From an optimization exercise on the open Yosys and OpenROAD flow, aimed at small area and few clock cycles; shortcuts taken in it are not production practice. Function was checked by simulation only, so behaviour that the tests miss may differ from the original. Power is estimated from default activity; no workload was simulated.

==> inputs of v20 <==
==> flow/design.v (excerpt) <==
module nonogram_solver (
    input  logic          clk,
    input  logic          rst,
    input  logic          start,
    input  logic [3:0]    num_rows,
    input  logic [3:0]    num_cols,
    input  logic [111:0]  counts,        
    input  logic [7:0]    in_word,
    input  logic          in_valid,
    output logic          in_ready,
    output logic [7:0]    out_word,
    output logic          out_valid,
    input  logic          out_ready,
    output logic [63:0]   known,
    output logic [63:0]   assigned,
    output logic          solved
);
==> module board_state, before the edit <==
module board_state (
    input  logic          clk,
    input  logic          clr,
    input  logic [3:0]    num_rows,
    input  logic [3:0]    num_cols,
    input  logic [3:0]    line,
    input  logic          upd,
    input  logic [7:0]    set1,
    input  logic [7:0]    set0,
    output logic [7:0]    vk,
    output logic [7:0]    va,
    output logic [63:0]   known,
    output logic [63:0]   assigned,
    output logic          complete
);
    logic       is_row;
    logic [3:0] col_idx;
    logic [2:0] pos;
    logic [7:0] row_act;
    logic [7:0] col_act;
    logic [7:0] rsel;        
    logic [7:0] csel;        
    assign is_row  = line < num_rows;
    assign col_idx = line - num_rows;
    assign pos     = is_row ? line[2:0] : col_idx[2:0];
    always_comb begin
        for (int i = 0; i < 8; i++) begin
            row_act[i] = num_rows > i;
            col_act[i] = num_cols > i;
            rsel[i]    = is_row && (pos == i);
            csel[i]    = !is_row && (pos == i);
        end
        for (int i = 0; i < 8; i++) begin
            vk[i] = 1'b0;
            va[i] = 1'b0;
            for (int j = 0; j < 8; j++) begin
                vk[i] = vk[i] | (rsel[j] & known[j*8 + i])    | (csel[j] & known[i*8 + j]);
                va[i] = va[i] | (rsel[j] & assigned[j*8 + i]) | (csel[j] & assigned[i*8 + j]);
            end
        end
    end
    logic [7:0] rs1;     
    logic [7:0] rs0;
    logic [7:0] cs1;     
    logic [7:0] cs0;
    assign rs1 = set1 & col_act;
    assign rs0 = set0 & col_act;
    assign cs1 = set1 & row_act;
    assign cs0 = set0 & row_act;
    always_ff @(posedge clk) begin
        for (int r = 0; r < 8; r++) begin
            for (int c = 0; c < 8; c++) begin
                logic s1;
                logic s0;
                s1 = upd && ((rsel[r] && rs1[c]) || (csel[c] && cs1[r]));
                s0 = upd && ((rsel[r] && rs0[c]) || (csel[c] && cs0[r]));
                if (clr) begin
                    known[r*8 + c]    <= 1'b0;
                    assigned[r*8 + c] <= 1'b0;
                end else begin
                    known[r*8 + c]    <= known[r*8 + c] | s1 | s0;
                    assigned[r*8 + c] <= (assigned[r*8 + c] | s1) & ~s0;
                end
            end
        end
    end
    always_comb begin
        complete = 1'b1;
        for (int r = 0; r < 8; r++) begin
            for (int c = 0; c < 8; c++) begin
                if (row_act[r] && col_act[c] && !known[r*8 + c]) complete = 1'b0;
            end
        end
    end
endmodule
clock: 10.0 ns
lec_check: 0
cap_margin: 20
core_margin: 2
core_utilization: 40
cts_buf_list: sky130_fd_sc_hd__clkbuf_4
slew_margin: 20
synth_hierarchical: 1
standard.sh (not shown) runs the stock make flow with config.mk's settings and CLKGATE_MAP_FILE= SYNTH_SCRIPT=/design/flow/synth_recipe.tcl, a recipe that flattens the netlist after the stock synthesis.
==> flow/flow/run.sh <==
#!/bin/bash
# The standard layout, with the smallest buffer on every input and output port
# in place of the default port buffer.
set -euo pipefail
export BUFFER_PORTS_ARGS="-buffer_cell sky130_fd_sc_hd__buf_1"
bash standard.sh > standard.log 2>&1
==> v9: changes against v20 <==
--- a/flow/design.v
+++ b/flow/design.v
@@ -18,2 +18,107 @@
 endpackage
+module line_decode (
+    input  logic [3:0] num_rows,
+    input  logic [3:0] num_cols,
+    input  logic [3:0] line,
+    output logic [7:0] rsel,       
+    output logic [7:0] csel,       
+    output logic [7:0] row_act,
+    output logic [7:0] col_act
+);
+    logic       is_row;
+    logic [3:0] col_idx;
+    assign is_row  = line < num_rows;
+    assign col_idx = line - num_rows;
+    always_comb begin
+        for (int i = 0; i < 8; i++) begin
+            row_act[i] = num_rows > i;
+            col_act[i] = num_cols > i;
+            rsel[i]    = is_row && line[2:0] == i;
+            csel[i]    = !is_row && col_idx[2:0] == i;
+        end
+    end
+endmodule
+module board_view (
+    input  logic [7:0]  rsel,
+    input  logic [7:0]  csel,
+    input  logic [63:0] known,
+    input  logic [63:0] assigned,
+    output logic [7:0]  vk,
+    output logic [7:0]  va
+);
+    always_comb begin
+        for (int i = 0; i < 8; i++) begin
+            vk[i] = 1'b0;
+            va[i] = 1'b0;
+            for (int j = 0; j < 8; j++) begin
+                vk[i] = vk[i] | (rsel[j] & known[j*8 + i])    | (csel[j] & known[i*8 + j]);
+                va[i] = va[i] | (rsel[j] & assigned[j*8 + i]) | (csel[j] & assigned[i*8 + j]);
+            end
+        end
+    end
+endmodule
+module board_spread (
+    input  logic       upd,
+    input  logic [7:0] rsel,
+    input  logic [7:0] csel,
+    input  logic [7:0] row_act,
+    input  logic [7:0] col_act,
+    input  logic [7:0] set1,
+    input  logic [7:0] set0,
+    output logic [7:0] ru,
+    output logic [7:0] cu,
+    output logic [7:0] r1,
+    output logic [7:0] r0,
+    output logic [7:0] c1,
+    output logic [7:0] c0
+);
+    assign ru = {8{upd}} & rsel;
+    assign cu = {8{upd}} & csel;
+    assign r1 = set1 & col_act;
+    assign r0 = set0 & col_act;
+    assign c1 = set1 & row_act;
+    assign c0 = set0 & row_act;
+endmodule
+module board_cells (
+    input  logic        clk,
+    input  logic        clr,
+    input  logic [7:0]  ru,
+    input  logic [7:0]  cu,
+    input  logic [7:0]  r1,
+    input  logic [7:0]  r0,
+    input  logic [7:0]  c1,
+    input  logic [7:0]  c0,
+    output logic [63:0] known,
+    output logic [63:0] assigned
+);
+    always_ff @(posedge clk) begin
+        for (int r = 0; r < 8; r++) begin
+            for (int c = 0; c < 8; c++) begin
+                logic s1;
+                logic s0;
+                s1 = (ru[r] & r1[c]) | (cu[c] & c1[r]);
+                s0 = (ru[r] & r0[c]) | (cu[c] & c0[r]);
+                known[r*8 + c]    <= (known[r*8 + c] & !clr) | s1 | s0;
+                assigned[r*8 + c] <= s1 | (assigned[r*8 + c] & !(s0 | clr));
+            end
+        end
+    end
+endmodule
+module board_complete (
+    input  logic [7:0]  row_act,
+    input  logic [7:0]  col_act,
+    input  logic [63:0] known,
+    output logic        complete
+);
+    logic [7:0] row_done;
+    always_comb begin
+        for (int r = 0; r < 8; r++) begin
+            row_done[r] = 1'b1;
+            for (int c = 0; c < 8; c++) begin
+                row_done[r] = row_done[r] & (known[r*8 + c] | !col_act[c]);
+            end
+        end
+    end
+    assign complete = &(row_done | ~row_act);
+endmodule
 module board_state (
@@ -33,61 +138,62 @@
 );
-    logic       is_row;
-    logic [3:0] col_idx;
-    logic [2:0] pos;
+    logic [7:0] rsel;
+    logic [7:0] csel;
     logic [7:0] row_act;
     logic [7:0] col_act;
-    logic [7:0] rsel;        
-    logic [7:0] csel;        
-    assign is_row  = line < num_rows;
-    assign col_idx = line - num_rows;
-    assign pos     = is_row ? line[2:0] : col_idx[2:0];
-    always_comb begin
-        for (int i = 0; i < 8; i++) begin
-            row_act[i] = num_rows > i;
-            col_act[i] = num_cols > i;
-            rsel[i]    = is_row && (pos == i);
-            csel[i]    = !is_row && (pos == i);
-        end
-        for (int i = 0; i < 8; i++) begin
-            vk[i] = 1'b0;
-            va[i] = 1'b0;
-            for (int j = 0; j < 8; j++) begin
-                vk[i] = vk[i] | (rsel[j] & known[j*8 + i])    | (csel[j] & known[i*8 + j]);
-                va[i] = va[i] | (rsel[j] & assigned[j*8 + i]) | (csel[j] & assigned[i*8 + j]);
-            end
-        end
-    end
-    logic [7:0] rs1;     
-    logic [7:0] rs0;
-    logic [7:0] cs1;     
-    logic [7:0] cs0;
-    assign rs1 = set1 & col_act;
-    assign rs0 = set0 & col_act;
-    assign cs1 = set1 & row_act;
-    assign cs0 = set0 & row_act;
-    always_ff @(posedge clk) begin
-        for (int r = 0; r < 8; r++) begin
-            for (int c = 0; c < 8; c++) begin
-                logic s1;
-                logic s0;
-                s1 = upd && ((rsel[r] && rs1[c]) || (csel[c] && cs1[r]));
-                s0 = upd && ((rsel[r] && rs0[c]) || (csel[c] && cs0[r]));
-                if (clr) begin
-                    known[r*8 + c]    <= 1'b0;
-                    assigned[r*8 + c] <= 1'b0;
-                end else begin
-                    known[r*8 + c]    <= known[r*8 + c] | s1 | s0;
-                    assigned[r*8 + c] <= (assigned[r*8 + c] | s1) & ~s0;
-                end
-            end
-        end
-    end
-    always_comb begin
-        complete = 1'b1;
-        for (int r = 0; r < 8; r++) begin
-            for (int c = 0; c < 8; c++) begin
-                if (row_act[r] && col_act[c] && !known[r*8 + c]) complete = 1'b0;
-            end
-        end
-    end
+    logic [7:0] ru;
+    logic [7:0] cu;
+    logic [7:0] r1;
+    logic [7:0] r0;
+    logic [7:0] c1;
+    logic [7:0] c0;
+    line_decode u_decode (
+        .num_rows (num_rows),
+        .num_cols (num_cols),
+        .line     (line),
+        .rsel     (rsel),
+        .csel     (csel),
+        .row_act  (row_act),
+        .col_act  (col_act)
+    );
+    board_view u_view (
+        .rsel     (rsel),
+        .csel     (csel),
+        .known    (known),
+        .assigned (assigned),
+        .vk       (vk),
+        .va       (va)
+    );
+    board_spread u_spread (
+        .upd     (upd),
+        .rsel    (rsel),
+        .csel    (csel),
+        .row_act (row_act),
+        .col_act (col_act),
+        .set1    (set1),
+        .set0    (set0),
+        .ru      (ru),
+        .cu      (cu),
+        .r1      (r1),
+        .r0      (r0),
+        .c1      (c1),
+        .c0      (c0)
+    );
+    board_cells u_cells (
+        .clk      (clk),
+        .clr      (clr),
+        .ru       (ru),
+        .cu       (cu),
+        .r1       (r1),
+        .r0       (r0),
+        .c1       (c1),
+        .c0       (c0),
+        .known    (known),
+        .assigned (assigned)
+    );
+    board_complete u_complete (
+        .row_act  (row_act),
+        .col_act  (col_act),
+        .known    (known),
+        .complete (complete)
+    );
 endmodule
==> flow/flow/run.sh (replaced) <==
#!/bin/bash
# The standard layout with three changes: the smallest buffer on every input
# and output port, a clock tree of small buffers in clusters without dummy
# loads, and downsizing of gates off the critical paths after global routing.
set -euo pipefail
export BUFFER_PORTS_ARGS="-buffer_cell sky130_fd_sc_hd__buf_1"
export CTS_ARGS="-sink_clustering_enable -repair_clock_nets -dont_use_dummy_load -buf_list sky130_fd_sc_hd__clkbuf_4 -sink_clustering_size 12 -sink_clustering_max_diameter 40"
export RECOVER_POWER=100
bash standard.sh > standard.log 2>&1
==> qor summary <==
Run status: v20 no timing/DRC/antenna violations; v9 complete, but fails checks
Violated checks: v20 -; v9 max-capacitance violations, max-slew violations
Seq area share: v20 0.3702; v9 0.3971
Reg power frac: v20 0.454; v9 0.573
Flop2flop setup slack: v20 2310 ps; v9 2340 ps
Post-DP Area: v20 17780 um2; v9 17340 um2
Post-layout util: v20 0.4715; v9 0.4326
Site row count: v20 73; v9 74
Area share of xor/xnor cells in the synthesized design: v20 0.007627; v9 0.006427
Aggregate global-route resource usage: v20 0.3738; v9 0.3255
TritonCTS Buffers: v20 78; v9 44
Most used standard cell by instance count after synthesis: v20 nor2_1; v9 a22oi_1
Portion of total power attributed to the clock network: v20 0.384; v9 0.264
Buffer count excluding the clock tree in the final layout: v20 331; v9 301
Clock-pin transition on the worst setup and hold timing paths: v20 60 ps; v9 120 ps
Number of non-filler instances in the completed layout: v20 2673; v9 2322
Testbench counts of v20, summed over its fixed seeds: cycles 95,857.
Testbench counts of v9, summed over its fixed seeds: cycles 95,857.

port drivers added, routing unchanged:
In the flow no input, the clock included, has a driving cell. The finished layouts below were timed again as built, in two steps.
Step 1: set_driving_cell puts a clkbuf_16 on clk and a buf_2 on each other input, an assumption about the parent block.
Step 2 also shifts input and output timing later by t, the mid clock arrival at the registers, as if the neighbouring blocks saw the same clock.
a / b / c = ideal / step 1 / step 2; a / b = the first two.
run	t, ns	setup slack, ns	worst hold slack (ns)	latest minus earliest clock arrival (ns)
v20	0.865	2.076 / 2.100 / 1.234	0.470 / 0.470 / 0.470	0.063 / 0.063
v9	0.790	1.822 / 1.847 / 1.057	0.476 / 0.476 / 0.476	0.165 / 0.166
For v20, which loses most, drivers alone change the setup slack by +0.024 ns; drivers and shift together by -0.842 ns.
